This design comes from an exercise in tuning for small area, a short achievable clock period and few clock cycles on the open sky130 flow, not from production work.
The RTL was checked by simulation tests, not by an equivalence proof against the original design.
Power figures rest on the tool's default switching activity, not on a simulated workload.

File: flow/run.sh
#!/bin/bash
# synth_recipe.tcl (not shown) runs the flow's synth.tcl, then flattens the netlist and writes it again
# the make line also repeats each setting of config.mk as NAME=value (left out here)
make -C /OpenROAD-flow-scripts/flow DESIGN_CONFIG=/design/flow/config.mk WORK_HOME=/design/flow/orfs CLKGATE_MAP_FILE= SYNTH_SCRIPT=/design/flow/synth_recipe.tcl finish
File: flow/config.mk
export PLATFORM = sky130hd
export DESIGN_NAME = greedy_best_link_path_select
export DESIGN_NICKNAME = greedy_best_link_path_select
export VERILOG_FILES = /design/flow/design.v
export SDC_FILE = /design/flow/constraint.sdc
export NUM_CORES = 4
export LEC_CHECK = 0
export CAP_MARGIN = 20
export CORE_MARGIN = 2
export CORE_UTILIZATION = 40
export SLEW_MARGIN = 20
export SYNTH_MEMORY_MAX_BITS = 8192
File: flow/constraint.sdc
create_clock -name core_clock -period 10.0 [get_ports {i_clk}]
set_input_delay 2.0000 -clock core_clock [delete_from_list [all_inputs] [get_ports {i_clk}]]
set_output_delay 2.0000 -clock core_clock [all_outputs]
set_load 0.01 [all_outputs]
File: flow/design.v
`timescale 1ns / 1ps
package gbl_pkg;
    localparam int MAX_NODES  = 16;
    localparam int NODE_W     = 4;
    localparam int WEIGHT_W   = 16;
    localparam int PATH_W     = 8;
    localparam int CFG_IDX_W  = 2;
    localparam int CFG_DAT_W  = 5;
    localparam int IN_DATA_W  = 24;
    localparam int OUT_DATA_W = 24;
    localparam logic [1:0] ST_HOP    = 2'd0;
    localparam logic [1:0] ST_WACK   = 2'd1;
    localparam logic [1:0] ST_NOMORE = 2'd2;
endpackage
`timescale 1ns / 1ps
module gbl_ram (
    input  logic         i_clk,
    input  logic         i_rst_n,
    input  logic         i_we,
    input  logic [3:0]   i_wrow,
    input  logic [3:0]   i_wcol,
    input  logic [15:0]  i_wdata,
    input  logic [15:0]  i_rsel,      
    output logic [255:0] o_row,       
    output logic         o_row_vld
);
    logic [15:0][15:0][15:0] r_tab;    
    logic [15:0] r_rv;
    logic [15:0] col_oh;
    logic [15:0] row_we;
    always_comb begin
        for (int i = 0; i < 16; i++) begin
            col_oh[i] = (i_wcol == 4'(i));
            row_we[i] = i_we && (i_wrow == 4'(i));
        end
    end
    always_ff @(posedge i_clk) begin
        if (!i_rst_n) begin
            r_rv <= '0;
        end else begin
            for (int r = 0; r < 16; r++) begin
                if (row_we[r]) r_rv[r] <= 1'b1;
            end
        end
    end
    for (genvar r = 0; r < 16; r++) begin : g_r
        for (genvar c = 0; c < 16; c++) begin : g_c
            always_ff @(posedge i_clk) begin
                if (row_we[r] && (col_oh[c] || !r_rv[r])) begin
                    r_tab[r][c] <= col_oh[c] ? i_wdata : 16'd0;
                end
            end
        end
    end
    always_comb begin
        o_row     = '0;
        o_row_vld = 1'b0;
        for (int r = 0; r < 16; r++) begin
            for (int c = 0; c < 16; c++) begin
                o_row[16*c +: 16] = o_row[16*c +: 16] | (r_tab[r][c] & {16{i_rsel[r]}});
            end
            o_row_vld = o_row_vld | (r_rv[r] & i_rsel[r]);
        end
    end
endmodule
`timescale 1ns / 1ps
`timescale 1ns / 1ps
`timescale 1ns / 1ps
import gbl_pkg::*;
module greedy_best_link_path_select (
    input  logic                              i_clk,
    input  logic                              i_rst_n,
    input  logic                              i_s_tvalid,
    output logic                              o_s_tready,
    input  logic [gbl_pkg::IN_DATA_W-1:0]     i_s_tdata,    
    input  logic [0:0]                        i_s_tuser,    
    output logic                              o_m_tvalid,
    input  logic                              i_m_tready,
    output logic [gbl_pkg::OUT_DATA_W-1:0]    o_m_tdata,    
    output logic                              o_m_tlast,
    input  logic                              i_cfg_valid,
    output logic                              o_cfg_ready,
    input  logic [gbl_pkg::CFG_IDX_W-1:0]     i_cfg_index,
    input  logic [gbl_pkg::CFG_DAT_W-1:0]     i_cfg_data
);
    localparam logic [1:0] S_IDLE = 2'd0;
    localparam logic [1:0] S_RD   = 2'd1;    
    localparam logic [1:0] S_MID  = 2'd2;    
    localparam logic [1:0] S_DEC  = 2'd3;    
    assign o_cfg_ready = 1'b1;
    logic [15:0] r_nmask;       
    logic [3:0]  r_src;
    logic [3:0]  r_snk;
    logic [15:0] r_src_oh;
    always_ff @(posedge i_clk) begin
        if (!i_rst_n) begin
            r_nmask  <= 16'hffff;
            r_src    <= 4'd0;
            r_src_oh <= 16'h0001;
            r_snk    <= 4'd1;
        end else if (i_cfg_valid) begin
            case (i_cfg_index)
                2'd0: for (int j = 0; j < 16; j++) r_nmask[j] <= (i_cfg_data > 5'(j));
                2'd1: begin
                    r_src <= i_cfg_data[3:0];
                    for (int j = 0; j < 16; j++) r_src_oh[j] <= (i_cfg_data[3:0] == 4'(j));
                end
                2'd2: r_snk <= i_cfg_data[3:0];
                default: ;
            endcase
        end
    end
    logic        r_a_vld;
    logic        r_a_req;
    logic [3:0]  r_a_row;
    logic [3:0]  r_a_col;
    logic [15:0] r_a_w;
    logic        a_take;
    logic [1:0]  r_state;
    logic [3:0]  r_cur;
    logic [15:0] r_cur_oh;
    logic        r_first;
    logic [3:0]  r_hopcnt;
    logic [15:0] r_marks;
    logic [7:0]  r_path;
    logic        r_exh;
    logic        r_o_vld;
    logic [18:0] r_o_dat;       
    logic        r_s_vld;
    logic [18:0] r_s_dat;
    logic        push;
    logic [18:0] push_dat;
    logic        space;
    assign space = !r_s_vld;
    logic [255:0] row;
    logic         row_vld;
    gbl_ram u_tab (
        .i_clk     (i_clk),
        .i_rst_n   (i_rst_n),
        .i_we      (a_take && !r_a_req),
        .i_wrow    (r_a_row),
        .i_wcol    (r_a_col),
        .i_wdata   (r_a_w),
        .i_rsel    (r_cur_oh),
        .o_row     (row),
        .o_row_vld (row_vld)
    );
    logic [15:0][15:0] w0;
    logic [15:0] v0;
    logic [15:0] nz0;
    logic [7:0][15:0] w1;
    logic [7:0]  v1;
    logic [7:0]  i1;
    logic        dir0;
    always_comb begin
        for (int c = 0; c < 16; c++) begin
            w0[c]  = row[16*c +: 16];
            nz0[c] = |w0[c];
            v0[c]  = row_vld && nz0[c] && r_nmask[c] && !r_marks[c] && !r_cur_oh[c];
        end
        dir0 = row_vld && |(nz0 & r_src_oh);
        for (int p = 0; p < 8; p++) begin
            i1[p] = v0[2*p+1] && (!v0[2*p] || (w0[2*p+1] > w0[2*p]));
            w1[p] = i1[p] ? w0[2*p+1] : w0[2*p];
            v1[p] = v0[2*p] || v0[2*p+1];
        end
    end
    logic [7:0][15:0] r_w1;
    logic [7:0]  r_v1;
    logic [7:0]  r_i1;
    logic        r_dir1;
    always_ff @(posedge i_clk) begin
        r_w1   <= w1;
        r_v1   <= v1;
        r_i1   <= i1;
        r_dir1 <= dir0;
    end
    logic [3:0][15:0] w2;
    logic [3:0]  v2;
    logic [3:0][1:0]  i2;
    logic [1:0][15:0] w3;
    logic [1:0]  v3;
    logic [1:0][2:0]  i3;
    logic [3:0]  s2b;
    logic [1:0]  s3b;
    always_comb begin
        for (int p = 0; p < 4; p++) begin
            s2b[p] = r_v1[2*p+1] && (!r_v1[2*p] || (r_w1[2*p+1] > r_w1[2*p]));
            w2[p]  = s2b[p] ? r_w1[2*p+1] : r_w1[2*p];
            v2[p]  = r_v1[2*p] || r_v1[2*p+1];
            i2[p]  = s2b[p] ? {1'b1, r_i1[2*p+1]} : {1'b0, r_i1[2*p]};
        end
        for (int p = 0; p < 2; p++) begin
            s3b[p] = v2[2*p+1] && (!v2[2*p] || (w2[2*p+1] > w2[2*p]));
            w3[p]  = s3b[p] ? w2[2*p+1] : w2[2*p];
            v3[p]  = v2[2*p] || v2[2*p+1];
            i3[p]  = s3b[p] ? {1'b1, i2[2*p+1]} : {1'b0, i2[2*p]};
        end
    end
    logic [1:0][15:0] r_w3;
    logic [1:0]  r_v3;
    logic [1:0][2:0]  r_i3;
    logic        r_dir2;
    always_ff @(posedge i_clk) begin
        r_w3   <= w3;
        r_v3   <= v3;
        r_i3   <= i3;
        r_dir2 <= r_dir1;
    end
    logic        s4b;
    logic [3:0]  best;
    logic        best_vld;
    logic        hop_last;
    always_comb begin
        s4b      = r_v3[1] && (!r_v3[0] || (r_w3[1] > r_w3[0]));
        best     = s4b ? {1'b1, r_i3[1]} : {1'b0, r_i3[0]};
        best_vld = r_v3[0] || r_v3[1];
        hop_last = !r_first && (best == r_src);
    end
    logic        early_fail;
    logic        self_path;
    logic        snk_marked;
    assign early_fail = r_exh || !(|(r_nmask & r_src_oh)) || !r_nmask[r_snk];
    assign self_path  = (r_src == r_snk);
    assign snk_marked = |(r_marks & r_cur_oh);    
    assign a_take     = r_a_vld && (r_state == S_IDLE) && space;
    assign o_s_tready = !r_a_vld || a_take;
    logic [1:0]  n_state;
    logic        walk_end;
    logic        hop_adv;
    logic        set_exh;
    logic        path_inc;
    logic        mark_cur;
    always_comb begin
        n_state  = r_state;
        push     = 1'b0;
        push_dat = {1'b1, r_path, 4'd0, 4'd0, ST_NOMORE};
        walk_end = 1'b0;
        hop_adv  = 1'b0;
        set_exh  = 1'b0;
        path_inc = 1'b0;
        mark_cur = 1'b0;
        case (r_state)
            S_IDLE: begin
                if (a_take) begin
                    push = 1'b1;
                    if (!r_a_req) begin
                        push_dat = {1'b1, r_path, r_a_col, r_a_row, ST_WACK};
                    end else if (early_fail) begin
                        push_dat = {1'b1, r_path, 4'd0, 4'd0, ST_NOMORE};
                    end else if (self_path) begin
                        push_dat = {1'b1, r_path, r_src, r_src, ST_HOP};
                        path_inc = 1'b1;
                    end else begin
                        push     = 1'b0;
                        n_state  = S_MID;
                    end
                end
            end
            S_RD: begin
                n_state = S_MID;
            end
            S_MID: begin
                n_state = S_DEC;
            end
            default: begin   
                if (space) begin
                    push = 1'b1;
                    if (r_hopcnt == 4'd15) begin
                        push_dat = {1'b1, r_path, 4'd0, 4'd0, ST_NOMORE};
                        set_exh  = 1'b1;
                        walk_end = 1'b1;
                    end else if (r_first && r_dir2) begin
                        push_dat = {1'b1, r_path, r_src, r_cur, ST_HOP};
                        path_inc = 1'b1;
                        walk_end = 1'b1;
                    end else begin
                        mark_cur = r_first;
                        if (!best_vld) begin
                            push_dat = {1'b1, r_path, 4'd0, 4'd0, ST_NOMORE};
                            set_exh  = 1'b1;
                            walk_end = 1'b1;
                        end else begin
                            push_dat = {hop_last, r_path, best, r_cur, ST_HOP};
                            path_inc = hop_last;
                            walk_end = hop_last;
                            hop_adv  = !hop_last;
                        end
                    end
                    n_state = walk_end ? S_IDLE : S_RD;
                end
            end
        endcase
    end
    always_ff @(posedge i_clk) begin
        if (!i_rst_n) begin
            r_a_vld <= 1'b0;
        end else if (o_s_tready) begin
            r_a_vld <= i_s_tvalid;
        end
    end
    always_ff @(posedge i_clk) begin
        if (o_s_tready) begin
            r_a_req <= i_s_tuser[0];
            r_a_row <= i_s_tdata[3:0];
            r_a_col <= i_s_tdata[7:4];
            r_a_w   <= i_s_tdata[23:8];
        end
    end
    always_ff @(posedge i_clk) begin
        if (!i_rst_n) begin
            r_state  <= S_IDLE;
            r_marks  <= '0;
            r_path   <= '0;
            r_exh    <= 1'b0;
            r_cur    <= 4'd1;
            r_cur_oh <= 16'h0002;
            r_hopcnt <= '0;
            r_first  <= 1'b0;
        end else begin
            r_state <= n_state;
            if (path_inc) r_path <= r_path + 8'd1;
            if (set_exh)  r_exh  <= 1'b1;
            if (mark_cur) r_marks <= r_marks | r_cur_oh;
            if (hop_adv) begin
                for (int j = 0; j < 16; j++) begin
                    if (best == 4'(j) && best != r_src) r_marks[j] <= 1'b1;
                end
            end
            if (r_state == S_IDLE) begin
                r_first  <= !snk_marked;
                r_hopcnt <= '0;
            end
            if (hop_adv) begin
                r_cur    <= best;
                for (int j = 0; j < 16; j++) r_cur_oh[j] <= (best == 4'(j));
                r_hopcnt <= r_hopcnt + 4'd1;
            end else if (walk_end || (r_state == S_IDLE && n_state == S_IDLE)) begin
                r_cur    <= r_snk;
                for (int j = 0; j < 16; j++) r_cur_oh[j] <= (r_snk == 4'(j));
            end
        end
    end
    always_ff @(posedge i_clk) begin
        if (!i_rst_n) begin
            r_o_vld <= 1'b0;
            r_s_vld <= 1'b0;
        end else begin
            if (!r_o_vld || i_m_tready) begin
                r_o_vld <= r_s_vld || push;
                r_s_vld <= r_s_vld && push;
            end else if (push) begin
                r_s_vld <= 1'b1;
            end
        end
    end
    always_ff @(posedge i_clk) begin
        if (!r_o_vld || i_m_tready) begin
            r_o_dat <= r_s_vld ? r_s_dat : push_dat;
        end
        if (push && (r_s_vld || (r_o_vld && !i_m_tready))) begin
            r_s_dat <= push_dat;
        end
    end
    assign o_m_tvalid = r_o_vld;
    assign o_m_tdata  = {6'd0, r_o_dat[17:0]};
    assign o_m_tlast  = r_o_dat[18];
endmodule
==> metrics.md <==
| Metric | Value |
|---|---|
| TritonCTS clock tree | `built` |
| Crit path from | `r_cur_oh[15]` |
| Status | `finished clean` |
| Buf+Inv Stages, Crit Path | `4` |
| CTS sink count | `4456` |
| Max Cap Viol | `0` |
| Async SR Flop Fraction | `0` |
| Antenna Nets Post-Route | `0` |
| Actual slew at the worst max-slew pin | `1180 ps` |
| # DRC | `0` |
| Vias in the first global route | `~100k` |
| Yosys cell types | `81` |
| FMAX | `0.166 GHz` |
| CP required | `roughly 11000 ps` |
| Area of the mapped netlist | `170000 um^2` |
| CP startpoint kind | `flip-flop` |
| Via density | `approximately 6.4` |
| Worst reg-to-reg setup slack | `roughly 4000 ps` |
| Largest net degree at the start of global routing | `94` |
| Clk slew on worst S/H paths | `60 ps` |
| VDD IR max | `0.152 mV` |
| Leak pwr | `63.4 nW` |
| Cts hold-fix bufs | `0` |
| Initial antenna violation count | `41` |
| IO Count | `65` |
| Critical path fanouts, max | `71` |
| First-pass GRT wire length | `796 mm` |
| Core Region | `approximately 420000 um^2` |
| Yosys top cell area share | `0.735` |
| Final Slew Violations | `0` |
| Synth Warn # | `2` |
| Routed wire length | `between 500 and 600 mm` |
| Crit-path leading delay family | `compound AO/OA/AOI/OAI gates` |
| Layout Cells excl Fill | `16800` |
| CP max-delay cell | `a211oi_4` |
| Worst Skew | `57.9 ps` |
| Initial Utilization | `0.401` |
| Share of layout cells above drive strength 1 | `0.128` |
| CP max stage delay | `770 ps` |
| Top cell type by total area after synthesis | `edfxtp_1` |
| Drt wl/cell | `34.7 um` |
| Total power | `48.3 mW` |
| Clk Latency, worst-skew pair | `1010 ps` |
| Crit end category | `flip-flop` |
| Final setup viols | `0` |
| Top_reg_cell synth | `edfxtp_1` |
| Die Y | `656 um` |
| EDFF count, synth | `between 4000 and 5000` |
| Post-synthesis register bit count | `4456` |
| Via count | `107000` |
| Slew margin rel. | `0.210` |
| Row count | `roughly 240` |
| Drt pass-1 iters | `6` |
| Fin crit period | `6030 ps` |
| Area contributors post-synth | `edfxtp_1 74%, a22oi_1 5.3%, dfxtp_1 3.5%, a221oi_1 2.3%, a22o_1 2.2%` |
| Period utilisation layout | `0.603` |
| GRT Util Overall | `0.260` |
| CP Class | `reg2reg` |
| Fin nets | `10900` |
| FILL cells | `35800` |
| Mapped Cells | `10400` |
| Placed insts | `15800` |
| Post-synthesis sequential area ratio | `0.770` |
| Gates resized, CTS repair | `0` |
| R2r startpoint | `r_cur_oh[15]` |
| Arr. time, crit path | `around 6900 ps` |
| Clk buf depth | `4` |
| Drt initial violations | `16000` |
| Crit path cell chain | `buf_12 > buf_4 > a221oi_1 > nand3_1 > nor2_1 > inv_1 > ha_1 > nor2b_1 > o21ai_0 > nand2b_1 > a21oi_1 > o21ai_0 > nand3_1 > a21oi_1 > o221ai_1 > a211oi_4 > buf_8 > mux2i_1` |
| Die width | `approximately 660 um` |
| H-tree depth | `5` |
| Syn-to-layout area delta | `14.3%` |
| Most common cell after layout, fill and taps aside | `edfxtp_1` |
| Post-DP HPWL | `312 mm` |
| Setup_tns | `0 ps` |
| Final Hold Viols | `0` |
| Final Wtd Congestion | `0.912` |
| Most frequent cells in the layout | `4159 x edfxtp_1, 1200 x a22oi_1, 500 x nand3_1` |
| I/O Buffers | `57` |
| Synthesized area per cell | `between 15 and 20 um^2` |
| Total global routing overflow | `0` |
| Num CTS Buffers | `approximately 430` |
| Type of the worst min-delay path | `reg2reg` |
| CTS root buf | `clkbuf_16` |
| Die ar. | `430000 um^2` |
| Postcts setup bufs | `0` |
| RSZ-0062 raised after global routing | `no` |
| Min-delay src | `r_dir1` |
| Pwr Density | `249 nW/um^2` |
==> power breakdown <==
group	internal, mW	switching, mW
Combinational	3.29	7.14
Sequential	20.9	0.797
Clock	9.13	7.06
Total	33.3	15.0
==> area by class of cell <==
type,count,area (um^2),share of cell area
Multi-Input combinational cell,4964,36800,0.190
Timing Repair Buffer,468,3950,0.0203
Clock inverter,247,2700,0.0139
Sequential cell,4456,131000,0.674
Clock buffer,538,11200,0.0579
Antenna cell,151,378,0.00195
Tap cell,5663,7090,0.0365
Inverter,295,1110,0.00570
==> metrics by stage <==
step / area (um^2) / hold slack [ps] / utilization / setup WS [ps]
2_1_floorplan: 170000 / 310 / - / 4910
3_3_place_gp: 180000 / 373 / 0.425 / 3440
3_5_place_dp: 180000 / 366 / 0.425 / 4240
4_1_cts: 194000 / 396 / 0.458 / 4190
5_1_grt: 194000 / 402 / 0.458 / 3890
6_report: 194000 / 413 / 0.459 / 3970
==> per-layer routing <==
| layer | up-vias | GRT usage | part of all wire |
|---|---|---|---|
| li1 | 42800 | - | - |
| met1 | 55200 | 0.351 | 0.37 |
| met2 | 7981 | 0.401 | 0.46 |
| met3 | 1269 | 0.0566 | 0.12 |
| met4 | 8 | 0.121 | 0.046 |
| met5 | - | 0 | 0.000096 |
==> path summary, 6_finish.rpt <==
check / cells after the start / end
max: 18 / r_w1[106]
min: 0 / r_dir2
max reg2reg: 18 / r_w1[106]
min reg2reg: 0 / r_dir2
==> cells by family (layout without fill, tap and decap cells) <==
| logic type | Yosys count | after routing | synth area share |
|---|---|---|---|
| compound gates | 2781 | 2781 | 0.123 |
| xor+xnor | 7 | 7 | 0.000361 |
| fa+ha+maj | 245 | 245 | 0.0180 |
| buf+inv | 980 | 1548 | 0.0225 |
| flops | 4456 | 4456 | 0.770 |
| mux | 254 | 254 | 0.0155 |
| other cells | 2 | 158 | 0.0000442 |
| simple gates | 1670 | 1670 | 0.0506 |
==> cell usage after synthesis (14+ instances only) <==
| cell | count |
|---|---|
| buf_2 | 80 |
| nand3_1 | 507 |
| a21oi_1 | 406 |
| and2_1 | 139 |
| a21o_1 | 39 |
| nor4b_1 | 14 |
| nor2b_1 | 44 |
| and3_1 | 140 |
| mux2i_1 | 228 |
| clkbuf_1 | 390 |
| nand2b_1 | 26 |
| inv_1 | 293 |
| buf_1 | 205 |
| nand2_1 | 155 |
| ha_1 | 245 |
| a22o_1 | 436 |
| o22ai_1 | 23 |
| dfxtp_1 | 297 |
| edfxtp_1 | 4159 |
| nor2_1 | 361 |
| a22oi_1 | 1200 |
| nor3_1 | 26 |
| a311oi_1 | 16 |
| o21ai_0 | 88 |
| nor4_1 | 19 |
| o221ai_1 | 21 |
| mux2_2 | 21 |
| o21a_1 | 38 |
| nand4_1 | 199 |
| a221oi_1 | 442 |
==> worst reg2reg max path, cell delays in order (launching register included) <==
cell and delay (ps):
dfxtp_4 530, buf_12 320, buf_4 770, a221oi_1 460
nand3_1 100, nor2_1 620, inv_1 120, ha_1 330
nor2b_1 130, o21ai_0 70, nand2b_1 80, a21oi_1 60
o21ai_0 160, nand3_1 90, a21oi_1 150, o221ai_1 340
a211oi_4 770, buf_8 260, mux2i_1 470
==> state kept, by name, summed over array words and instances (netlist names), 6 cells and up <==
name / count
r_marks: 16
r_a_w: 16
r_src_oh: 16
r_w1: 128
r_path: 8
u_tab.r_rv: 16
r_i3: 6
u_tab.r_tab: 4096
r_o_dat: 19
r_nmask: 16
r_i1: 8
r_s_dat: 19
r_w3: 32
r_v1: 8
r_cur_oh: 16
Testbench counts, summed over its fixed seeds: cycles 4,424.

re-timing with driven ports:
The results above use ideal ports. As a check the final layout listed here was re-extracted and re-timed, cells and wires unchanged. Step 1: set_driving_cell puts a clkbuf_16 on i_clk and a buf_2 on each other input, an assumption about the parent block. Step 2 also shifts input and output timing later by t, the mid clock arrival at the registers, as if the neighbouring blocks saw the same clock. a / b / c = ideal / step 1 / step 2; a / b = the first two.
t, ns: 1.083
slack for setup (ns): 3.975 / 3.975 / 3.975
latest minus earliest clock arrival (ns): 0.063 / 0.062
After both steps this run still meets setup and hold. The setup slack of this run moves by 0.000 ns with the drivers and by 0.000 ns with both steps.
